From an optimization exercise on the open Yosys and OpenROAD flow, aimed at small area and a short achievable clock period; shortcuts taken in it are not production practice. No functional check of the RTL was part of this run. No activity file was given, so power comes from the tool's default toggle rates.

[flow/config.mk]
export PLATFORM = sky130hd
export DESIGN_NAME = instruction_queue
export DESIGN_NICKNAME = instruction_queue
export VERILOG_FILES = /design/flow/design.v
export SDC_FILE = /design/flow/constraint.sdc
export NUM_CORES = 4
export LEC_CHECK = 0
export CAP_MARGIN = 20
export CORE_MARGIN = 2
export CORE_UTILIZATION = 40
export SETUP_SLACK_MARGIN = 3.5
export SLEW_MARGIN = 20
export TNS_END_PERCENT = 0
[flow/constraint.sdc]
create_clock -name core_clock -period 6.0 [get_ports {clock}]
set_input_delay 1.2000 -clock core_clock [delete_from_list [all_inputs] [get_ports {clock}]]
set_output_delay 1.2000 -clock core_clock [all_outputs]
set_load 0.01 [all_outputs]
[flow/design.v]
package instruction_queue_pkg;
  localparam int QUEUE_DEPTH  = 32;
  localparam int WINDOW_BYTES = 16;
  localparam int FILL_BYTES   = 4;
  localparam int PTR_W  = 5;
  localparam int CNT_W  = 6;
  localparam int LEN_W  = 5;
  localparam int FCNT_W = 3;
  localparam int PERF_W = 16;
endpackage
import instruction_queue_pkg::*;
module instruction_queue_window
(
  input  logic [QUEUE_DEPTH*8-1:0] din,
  input  logic [LEN_W-1:0]         shift,
  input  logic                     hold,
  output logic [QUEUE_DEPTH*8-1:0] dout
);
  logic [QUEUE_DEPTH*8-1:0] s1, s2;
  always_comb begin
    s1 = '0;
    s2 = '0;
    for (int k = 0; k < QUEUE_DEPTH; k++)
      for (int j = 0; j < 4; j++)
        if (k + j < QUEUE_DEPTH)
          s1[8*k +: 8] = s1[8*k +: 8] | ({8{shift[1:0] == 2'(j)}} & din[8*(k+j) +: 8]);
    for (int k = 0; k < QUEUE_DEPTH; k++)
      for (int j = 0; j < 4; j++)
        if (k + 4*j < QUEUE_DEPTH)
          s2[8*k +: 8] = s2[8*k +: 8] | ({8{shift[3:2] == 2'(j)}} & s1[8*(k+4*j) +: 8]);
    for (int k = 0; k < QUEUE_DEPTH; k++) begin
      dout[8*k +: 8] = ({8{hold}} & din[8*k +: 8])
                     | ({8{~hold & ~shift[4]}} & s2[8*k +: 8]);
      if (k + 16 < QUEUE_DEPTH)
        dout[8*k +: 8] = dout[8*k +: 8]
                       | ({8{~hold & shift[4]}} & s2[8*(k+16) +: 8]);
    end
  end
endmodule
module instruction_queue_add
#(parameter int W = 6)
(
  input  logic [W-1:0] a,
  input  logic [W-1:0] b,
  input  logic         ci,
  output logic [W-1:0] s,
  output logic         co
);
  logic [W:0]   c;
  logic [W-1:0] x;
  logic [W-1:0] g, t;
  always_comb begin
    for (int i = 0; i < W; i++) begin
      x[i] = a[i] ? ~b[i] : b[i];
      g[i] = a[i] & b[i];
      t[i] = a[i] | b[i];
    end
    for (int d = 1; d < W; d = d * 2)
      for (int i = W - 1; i >= d; i--) begin
        g[i] = g[i] | (t[i] & g[i-d]);
        t[i] = t[i] & t[i-d];
      end
    c[0] = ci;
    for (int i = 0; i < W; i++)
      c[i+1] = g[i] | (t[i] & ci);
    for (int i = 0; i < W; i++)
      s[i] = c[i] ? ~x[i] : x[i];
  end
  assign co = c[W];
endmodule
module instruction_queue_ge
#(parameter int W = 6, parameter int C = 0)
(
  input  logic [W-1:0] x,
  output logic         ge
);
  localparam logic [W-1:0] CV = W'(C);
  logic [W:0] t;
  always_comb begin
    t[0] = 1'b1;
    for (int b = 0; b < W; b++)
      t[b+1] = CV[b] ? (x[b] & t[b]) : (x[b] | t[b]);
  end
  assign ge = t[W];
endmodule
import instruction_queue_pkg::*;
module instruction_queue
(
  input  logic                clock,
  input  logic                reset,
  input  logic                flush,
  input  logic                fill_valid,
  output logic                fill_ready,
  input  logic [31:0]         fill_data,
  input  logic [FCNT_W-1:0]   fill_count,
  output logic [WINDOW_BYTES*8-1:0] instruction,
  output logic [CNT_W-1:0]    bytes_available,
  input  logic                consume_valid,
  input  logic [LEN_W-1:0]    consume_length,
  output logic                consume_error
);
  logic [QUEUE_DEPTH*8-1:0] q_q, q_fill, q_d;
  logic [CNT_W-1:0]  count_q;
  logic              ready_q;
  logic              cerr_q;
  logic              fill_ok;
  logic              cons_ok;
  logic [31:0]       fill_rot;
  logic [WINDOW_BYTES-1:0] vld_q;   
  logic [31:0]       len_dec;      
  logic [32:0]       cnt_ge;       
  logic [4:0]        fadd_dec;     
  logic [CNT_W-1:0]  cnt_plus [5];  
  logic [CNT_W-1:0]  cnt_fill, cnt_both;
  logic [CNT_W-1:0]  cnt_less [5];  
  logic [3:0]        plus_ge [5];   
  logic [3:0]        fill_ge;
  logic [2:0]        len_le;        
  logic              ready_d;
  logic [WINDOW_BYTES-1:0] vld_d;
  logic [CNT_W-1:0]  count_d;
  assign fill_ok = fill_valid & ready_q
                 & (fill_count[2] ? ~(fill_count[1] | fill_count[0])
                                  : (fill_count[1] | fill_count[0]));
  always_comb
    for (int m = 0; m < 33; m++) begin
      if (m < 32) len_dec[m] = consume_length == LEN_W'(m);
    end
  for (genvar m = 0; m < 33; m++) begin : g_cnt_ge
    instruction_queue_ge #(.W(CNT_W), .C(m)) u_ge (.x (count_q), .ge (cnt_ge[m]));
  end
  assign cons_ok = consume_valid & (|(len_dec[31:1] & cnt_ge[31:1]));
  always_comb begin
    fill_rot = '0;
    for (int r = 0; r < 4; r++)
      for (int c = 0; c < 4; c++)
        fill_rot[8*r +: 8] = fill_rot[8*r +: 8]
                           | ({8{count_q[1:0] == 2'(c)}} & fill_data[8*((r - c) & 3) +: 8]);
    for (int k = 0; k < QUEUE_DEPTH; k++)
      q_fill[8*k +: 8] = cnt_ge[k+1] ? q_q[8*k +: 8] : fill_rot[8*(k%4) +: 8];
  end
  instruction_queue_window u_shift (
    .din   (q_fill),
    .shift (consume_length),
    .hold  (~cons_ok),
    .dout  (q_d)
  );
  assign fadd_dec[0] = ~fill_ok;
  always_comb
    for (int f = 1; f <= 4; f++)
      fadd_dec[f] = fill_ok & (fill_count == 3'(f));
  always_comb begin
    for (int f = 0; f <= 4; f++) begin
      cnt_plus[f] = count_q + CNT_W'(f);
    end
    cnt_fill = '0;
    cnt_both = '0;
    fill_ge  = '0;
    for (int f = 0; f <= 4; f++) begin
      cnt_fill = cnt_fill | ({CNT_W{fadd_dec[f]}} & cnt_plus[f]);
      cnt_both = cnt_both | ({CNT_W{fadd_dec[f]}} & cnt_less[f]);
      fill_ge  = fill_ge  | ({4{fadd_dec[f]}} & plus_ge[f]);
    end
  end
  for (genvar f = 0; f <= 4; f++) begin : g_plus_ge
    for (genvar m = 0; m < 4; m++) begin : g_m
      instruction_queue_ge #(.W(CNT_W), .C(29 + m)) u_ge (.x (cnt_plus[f]), .ge (plus_ge[f][m]));
    end
  end
  for (genvar f = 0; f <= 4; f++) begin : g_less
    logic unused_co;
    instruction_queue_add #(.W(CNT_W)) u_less (
      .a (cnt_plus[f]), .b (~{1'b0, consume_length}), .ci (1'b1),
      .s (cnt_less[f]), .co (unused_co)
    );
  end
  assign count_d = cons_ok ? cnt_both : cnt_fill;
  for (genvar i = 0; i < WINDOW_BYTES; i++) begin : g_vld
    instruction_queue_ge #(.W(CNT_W), .C(i + 1)) u_ge (.x (count_d), .ge (vld_d[i]));
  end
  assign len_le[0] = consume_length == 5'd1;
  assign len_le[1] = consume_length <= 5'd2;
  assign len_le[2] = consume_length <= 5'd3;
  assign ready_d = cons_ok ? ~((fill_ge[1] & len_le[0]) | (fill_ge[2] & len_le[1])
                               | (fill_ge[3] & len_le[2]))
                           : ~fill_ge[0];
  always_ff @(posedge clock) begin
    q_q <= q_d;
    if (reset | flush) begin
      count_q <= '0;
      ready_q <= 1'b1;
      cerr_q  <= 1'b0;
      vld_q   <= '0;
    end else begin
      count_q <= count_d;
      ready_q <= ready_d;
      cerr_q  <= consume_valid & ~cons_ok;
      vld_q   <= vld_d;
    end
  end
  always_comb
    for (int i = 0; i < WINDOW_BYTES; i++)
      instruction[8*(WINDOW_BYTES-1-i) +: 8] = q_q[8*i +: 8] & {8{vld_q[i]}};
  assign fill_ready      = ready_q;
  assign bytes_available = count_q;
  assign consume_error   = cerr_q;
endmodule
[flow/flow/run.sh]
#!/bin/bash
# The standard layout (the standard.sh, standard synthesis unchanged),
# with one change: the input and output port buffers are buf_4 cells
# instead of the cell buffer_ports picks on its own.
set -euo pipefail
export BUFFER_PORTS_ARGS="-buffer_cell sky130_fd_sc_hd__buf_4"
bash standard.sh synth > log_synth.txt 2>&1
bash standard.sh finish > log_layout.txt 2>&1
test -f out/final.def
[flow/standard.sh]
#!/bin/bash
# synth_recipe.tcl (not shown) runs the flow's synth.tcl, then flattens the netlist and writes it again
# the make line also repeats each setting of config.mk as NAME=value (left out here)
make -C /OpenROAD-flow-scripts/flow DESIGN_CONFIG=/design/flow/config.mk WORK_HOME=/design/flow/orfs CLKGATE_MAP_FILE= SYNTH_SCRIPT=/design/flow/synth_recipe.tcl "${@:-finish}"
==> qor.txt <==
Gr usage total = 0.425
Largest net degree at the start of global routing = 144
H-tree levels = 2
CTS tree = built
RSZ-0062 raised after global routing = true
Number of synthesized flops with an enable pin = 0
FMAX = 0.283 GHz
DP HPWL = 93300 µm
Adder-cell area share of the yosys netlist = 0.0303
# nets final = 3106
Period utilization = 0.588
Ys Warns = 40
Synth Register Bits = 280
Total power draw = 0.00934 W
Syn Area/Cell = 9.17 µm²
Pins Over Slew Limit = 0
Sequential area share after synthesis = 0.212
Slew @ Worst Pin = 1230 ps
CTS sink count = 280
Placed Instances = 3723
Most common cell in the netlist = mux2i_1
Critical Path AT = 3980 ps
Root buffer cell = clkbuf_16
Worst Skew = 21.8 ps
Largest area contributor in the netlist = dfxtp_1
Yosys top cell area share = 0.212
Die H = 261 µm
Post-Synth XOR/XNOR Area = 0.00928
Clock slew at reported path FFs = 70 ps
Static Leakage = 12.7 nW
R2r endpoint = q_q[49]
Worst hold path depth = 2
R2r worst-path depth = 10
Yosys cell types = 84
Primary FF master, synth = dfxtp_1
Post-synth top cells = mux2i_1 (290), dfxtp_1 (280), nor2_1 (257)
Final wirelength = 147000 µm
Post-Syn Nets = 2989
1st-pass router iterations = 6
CTS max path bufs = 3
Ports = 181
Min-delay src = q_q[3]
Crit Path Class = flip-flop to flip-flop
Post-Route Setup TNS = 0 ps
DRC viols = 0
Largest family of logic cells by synthesized area = multiplexers
Worst Hold Endpoint = q_q[3]
Post-synthesis mux area share = 0.348
Area Growth Syn to Fin = 23.3%
Crit-path max FO = 12
Row count = 94
Top post-synthesis cells by area = dfxtp_1 (21%), mux4_2 (20%), mux2i_1 (11%)
Post-CTS Hold Fix Bufs = 0
Reg2Reg Launch Point = count_q[1]
Reg2reg setup slack = 2470 ps
Critical Path Start Type = flip-flop
DRT antenna net count = 0
Max-cap violation count = 0
Initial Util = 0.403
CTS Buf Count = 37
Synth Cell Area = 0.0264 mm²
Post-Synth Simple-Gate Area = 0.136
Core Area = 0.0656 mm²
Vias in the first global route = 27.4k
Global route overflow = 0
Port bufs = 180
Compound-Gate Fraction of Synth Area = 0.215
Clock latency at the later pin of the worst-skew pair = 570 ps
Worst endpoint required time = 6450 ps
Share of cells above drive strength 1 = 0.331
Outcome = no timing/DRC/antenna violations
Initial antenna violation count = 5
DR iter-0 viols = 4944
Fill count = 6108
Crit. End Element = flip-flop
Die X = 261 µm
Minimum clock period = 3530 ps
Die area = 0.0681 mm²
Setup violators final = 0
FFs w/ async S/R, synth = 0
Non-filler cells, final = 3898
GPL Wtd Cong = 0.979
Mapped Cells = 2880
Relative slew margins = 0.177
Via count = 28.9k
Vias per cell = 7.41
DR WL/cell = 37.8 µm
Peak supply drop = 0.191 mV
HP Class = flip-flop to flip-flop
First-pass GRT wire length = 208000 µm
Final Hold Fails = 0
Power Dens Cells = 287 mW/mm²
-- worst max-delay path, cell delays in order, from the launching register on --
cell and delay [ps]:
dfxtp_4 420, buf_4 160, ha_4 210, a211oi_4 90, buf_4 230, o21ai_0 930, mux4_2 480, nor2_1 50
nor3_1 480, nor3_1 90, o31a_1 260
-- where the power goes --
group / switching (W) / total, W / internal, W
Clock: 0.000978 / 0.00243 / 0.00145
Combinational: 0.00250 / 0.00425 / 0.00175
Sequential: 0.000409 / 0.00266 / 0.00225
-- layout by cell type (no fill, tap or decap), types with 19 or more instances in the layout --
| master | instances |
|---|---|
| mux2_2 | 75 |
| inv_1 | 35 |
| o211ai_1 | 45 |
| clkbuf_16 | 37 |
| a21oi_1 | 103 |
| mux2i_2 | 65 |
| a22oi_1 | 68 |
| buf_12 | 29 |
| o22ai_1 | 102 |
| o221ai_1 | 35 |
| nand2_1 | 82 |
| or3_1 | 33 |
| o22a_1 | 36 |
| dfxtp_1 | 274 |
| nand2_2 | 22 |
| mux4_2 | 235 |
| mux2i_1 | 215 |
| o2bb2ai_1 | 22 |
| nand3_1 | 86 |
| a22oi_2 | 21 |
| o21ai_0 | 182 |
| buf_4 | 280 |
| and2_1 | 130 |
| nor2_1 | 248 |
| a31oi_1 | 19 |
| ha_1 | 49 |
| nor3_1 | 46 |
-- state kept, by name (all words and copies together), names as in the netlist --
signal / count
q_q: 256
vld_q: 16
count_q: 6
cerr_q: 1
ready_q: 1
-- layout make-up --
cell class              instances  area (µm²)  area share
diodes                         12        30.0    0.000922
well taps                     864        1080      0.0332
inverters                      46         224     0.00688
flip-flops and latches        280        5630       0.173
repair buffers                350        3510       0.108
clock buffers                  50        1020      0.0315
multi-input cells            2282       20800       0.640
clock inverters                14         226     0.00695
-- cells by family (layout without fill, tap and decap cells) --
family          Yosys count  in the layout
mux                     609            609
xor+xnor                 28             28
other cells               0             12
buf+inv                 319            460
fa+ha+maj                64             64
simple gates            744            745
flops                   280            280
compound gates          836            836
-- worst max path at each step --
stage,from,to,slack (ps),cells after the start
floorplan,consume_length[0],vld_q[0],2140,16
global placement,consume_length[2],q_q[192],1030,10
detailed placement,consume_length[2],q_q[196],1000,10
CTS,count_q[1],vld_q[2],2680,15
global route,count_q[1],q_q[69],2410,11
finish,count_q[1],q_q[49],2470,10
-- repair_timing --
action,CTS,global route
gates cloned,13,0
resized for setup,281,48
buffers inserted,81,5
pin swaps,30,6
endpoints found under the setup margin,412,411
-- metal layers --
layer	up-vias	share of wire	GRT usage
met4	0	0.072	0.241
li1	11500	-	-
met5	-	0	0.00278
met3	567	0.16	0.183
met1	14200	0.37	0.560
met2	2642	0.39	0.578
-- stage by stage --
step / util / area, µm² / setup WS (ps) / hold WS, ps
CTS: 0.492 / 32300 / 2680 / 593
finish: 0.496 / 32600 / 2470 / 593
global route: 0.496 / 32500 / 2410 / 621
detailed placement: 0.437 / 28700 / 997 / 573
global placement: 0.436 / 28600 / 1030 / 570
floorplan: - / 26700 / 2140 / 511

==> what the ideal ports hide <==
In the flow no input, the clock included, has a driving cell. The finished layout below was timed again as built, in two steps. Step 1 assumes that a clkbuf_16 drives the clock port and a buf_2 every other input. Step 2 moves the port delays by t, midway between the first and last clock arrival at a register: inputs arrive t later, outputs are due t later. That takes back most of the time a late clock gives input paths. Three values: ideal ports, drivers, drivers and shift; two values: the first two.
t (ns): 0.629
setup slack, ns: 2.470 / 2.441 / 1.813
hold slack, ns: 0.593 / 0.593 / 0.593
slew at the worst register clock pin (ns): 0.07 / 0.07
After both steps this run still meets setup and hold. The setup slack of this run moves by -0.029 ns with the drivers and by -0.657 ns with both steps.
